This design comes from an exercise in tuning for small area and a short achievable clock period on the open sky130 flow, not from production work. In this exercise RTL edits were held to simulation tests only and were not proved equivalent to the original. No activity file was given, so power comes from the tool's default toggle rates.

Setup of run A:
==> flow/design.v (excerpt) <==
module jt1942_objpxl_buf
#(
    parameter int            AW     = jt1942_obj_pkg::OBJ_AW,
    parameter int            DW     = jt1942_obj_pkg::OBJ_DW,
    parameter logic [DW-1:0] TRANSP = jt1942_obj_pkg::OBJ_TRANSP
) (
    input  logic          clk,
    input  logic          rst,
    input  logic          cen6,
    input  logic          flip,
    input  logic [8:0]    H,
    input  logic          HINIT,
    input  logic          LHBL,
    input  logic [8:0]    posx,
    input  logic [DW-1:0] new_pxl,
    output logic          busy,
    output logic [DW-1:0] obj_pxl
);
Settings: LEC_CHECK=0, CAP_MARGIN=20, CELL_PAD_IN_SITES_DETAIL_PLACEMENT=1, CELL_PAD_IN_SITES_GLOBAL_PLACEMENT=2, CORE_MARGIN=2, CORE_UTILIZATION=60, CTS_BUF_LIST=sky130_fd_sc_hd__clkbuf_4 sky130_fd_sc_hd__clkbuf_8, CTS_CLUSTER_SIZE=16, PLACE_DENSITY=0.68, SETUP_SLACK_MARGIN=2.0, SLEW_MARGIN=20, SYNTH_HIERARCHICAL=1, SYNTH_MINIMUM_KEEP_SIZE=0, TNS_END_PERCENT=10; clock period 5.5 ns.
run.sh (not shown) runs the stock make flow with config.mk's settings and CLKGATE_MAP_FILE= SYNTH_SCRIPT=/design/flow/synth_recipe.tcl, a recipe that flattens the netlist after the stock synthesis.
Input changes introduced in run B (baseline for comparison: run A):
-- flow/design.v --
<<< run A, line 17
    input  logic          rst,
    input  logic          swap,      
    input  logic          clr,       
    input  logic [AW-1:0] rd_a,      
    input  logic [AW-1:0] lk_a,      
    output logic [DW-1:0] rd_n,
    input  logic [AW-1:0] rw_a,      
    input  logic [AW-1:0] da,        
    input  logic [DW-1:0] dd,        
    input  logic          we
);
    localparam int N  = 2**AW;
>>> run B, line 17
    input  logic          rst,
    input  logic          swap,      
    input  logic [AW-1:0] rd_a,      
    input  logic [AW-1:0] lk_a,      
    output logic [DW-1:0] rd_n,
    input  logic          we,
    input  logic [AW-1:0] wa,
    input  logic [DW-1:0] wd
);
    localparam int N  = 2**AW;
<<< run A, line 38
        else if (swap) draw <= !draw;
    end
    logic               dw;        
    logic [AW-1:0]      wa;
    logic [DW-1:0]      wd;
    assign ra = draw ? lk_a : rd_a;
    assign dw = draw && !clr;
    assign wa = dw ? da : rw_a;
    assign wd = dd | {DW{!dw}};
    logic [(2**HW)-1:0] w_hi;
    logic [N-1:0]       wen;
>>> run B, line 36
        else if (swap) draw <= !draw;
    end
    assign ra = draw ? lk_a : rd_a;
    logic [(2**HW)-1:0] w_hi;
    logic [N-1:0]       wen;
<<< run A, line 166
    logic          flush;
    logic          q_hit;
    logic [AW-1:0] da;          
    logic [DW-1:0] dd;          
    logic [AW-1:0] rw_a;        
    logic          d_fwd;
    logic [DW-1:0] b_rd_n [2];
    logic          b_we   [2];
    assign rd_a      = H[AW-1:0] ^ {AW{flip}};
    assign wr_a      = posx[AW-1:0];
>>> run B, line 158
    logic          flush;
    logic          q_hit;
    logic [AW-1:0] d_a;         
    logic [DW-1:0] d_d;         
    logic          d_fwd;
    logic [DW-1:0] b_rd_n [2];
    logic          b_clr  [2];
    logic          b_we   [2];
    logic [AW-1:0] b_wa   [2];
    logic [DW-1:0] b_wd   [2];
    assign rd_a      = H[AW-1:0] ^ {AW{flip}};
    assign wr_a      = posx[AW-1:0];
<<< run A, line 191
    assign flush  = q_valid && (q_bank == wsel);
    assign q_hit  = q_valid && (q_bank != wsel) && (q_a == rd_a);
    assign d_fwd  = (commit || flush) && (da == wr_a);
    assign rw_a   = (state == jt1942_obj_pkg::CLR) ? clr_a : rd_a;
    always_comb begin
        for (int k = 0; k < 2; k++) begin
            if (state == jt1942_obj_pkg::CLR) begin
                b_we[k] = 1'b1;
            end else if (wsel != 1'(k)) begin
                b_we[k] = cen6;
            end else begin
                b_we[k] = cen6 && ((q_valid && q_bank == 1'(k)) ||
                                   (cr[k] && pend_rd_n[k] == '0));
            end
        end
    end
>>> run B, line 185
    assign flush  = q_valid && (q_bank == wsel);
    assign q_hit  = q_valid && (q_bank != wsel) && (q_a == rd_a);
    assign d_a    = (pend_bank == wsel) ? pend_a : q_a;
    assign d_d    = (pend_bank == wsel) ? pend_d : q_d;
    assign d_fwd  = (commit || flush) && (d_a == wr_a);
    always_comb begin
        for (int k = 0; k < 2; k++) begin
            b_clr[k] = (state == jt1942_obj_pkg::CLR) || (wsel != 1'(k));
            if (state == jt1942_obj_pkg::CLR) begin
                b_we[k] = 1'b1;
                b_wa[k] = clr_a;
            end else if (wsel != 1'(k)) begin
                b_we[k] = cen6;
                b_wa[k] = rd_a;
            end else begin
                b_we[k] = cen6 && ((q_valid && q_bank == 1'(k)) ||
                                   (cr[k] && pend_rd_n[k] == '0));
                b_wa[k] = d_a;
            end
            b_wd[k] = d_d | {DW{b_clr[k]}};
        end
    end
<<< run A, line 224
            .rst  (rst),
            .swap (run_cen && HINIT),
            .clr  (state == jt1942_obj_pkg::CLR),
            .rd_a (rd_a),
            .lk_a (wr_a),
            .rw_a (rw_a),
            .da   (da),
            .dd   (dd),
            .rd_n (b_rd_n[g]),
            .we   (b_we[g])
        );
    end
>>> run B, line 224
            .rst  (rst),
            .swap (run_cen && HINIT),
            .rd_a (rd_a),
            .lk_a (wr_a),
            .rd_n (b_rd_n[g]),
            .we  (b_we[g]),
            .wa  (b_wa[g]),
            .wd  (b_wd[g])
        );
    end
<<< run A, line 262
            pend_a    <= wr_a;
            pend_d    <= new_pxl;
            da        <= !HINIT ? wr_a    : quirk ? pend_a : q_a;
            dd        <= !HINIT ? new_pxl : quirk ? pend_d : q_d;
            if (quirk) begin
                q_bank <= pend_bank;
>>> run B, line 260
            pend_a    <= wr_a;
            pend_d    <= new_pxl;
            if (quirk) begin
                q_bank <= pend_bank;
- As far as adder-cell share of the synthesized area is concerned, run A and run B perform about the same.
- Between run B and run A, the difference in sequential cell power is negligible.
- Looking at setup slack after layout across run B and run A, the one that comes out lower is run A.
- Via count: run B better than run A
- For run A, the slowest cell on the critical path was dfstp_4, unlike run B, where it was a222oi_1.
- Note that the number of ordinary and repair buffers in the finished layout recorded for run B amounts to 0.63 times the value seen in run A.
- NOTE: synthesis-to-finish area growth in run B falls short of that of run A
- In the flow results for run B and run A, the synthesized net count is smaller on run B.

afterwards: timing with drivers on the ports:
No port has a modelled driver above. Below, the same layouts with a new extraction and two added sets of constraints. Step 1 sets driving cells, clkbuf_16 on the clock port and buf_2 on the other inputs (assumed; they add their load-dependent delay and slew). Step 2 times the ports against the registers' clock, not the clock port: input delays grow and output delays shrink by t, the midpoint of the rising clock arrivals with the driver on. a / b / c = ideal ports / drivers / drivers and shift; a / b = the first two.
| run | t (ns) | slack for setup (ns) | latest minus earliest clock arrival (ns) | slew at the worst register clock pin (ns) | pins driven straight from the clock port |
|---|---|---|---|---|---|
| run A | 1.085 | 1.668 / 1.624 / 0.539 | 0.064 / 0.064 | 0.08 / 0.08 | 1 |
| run B | 1.060 | 1.756 / 1.715 / 0.654 | 0.061 / 0.061 | 0.07 / 0.07 | 1 |
After both steps every run listed still meets setup and hold. The setup slack of run A, which loses most, moves by -0.044 ns with the drivers and by -1.129 ns with both steps.
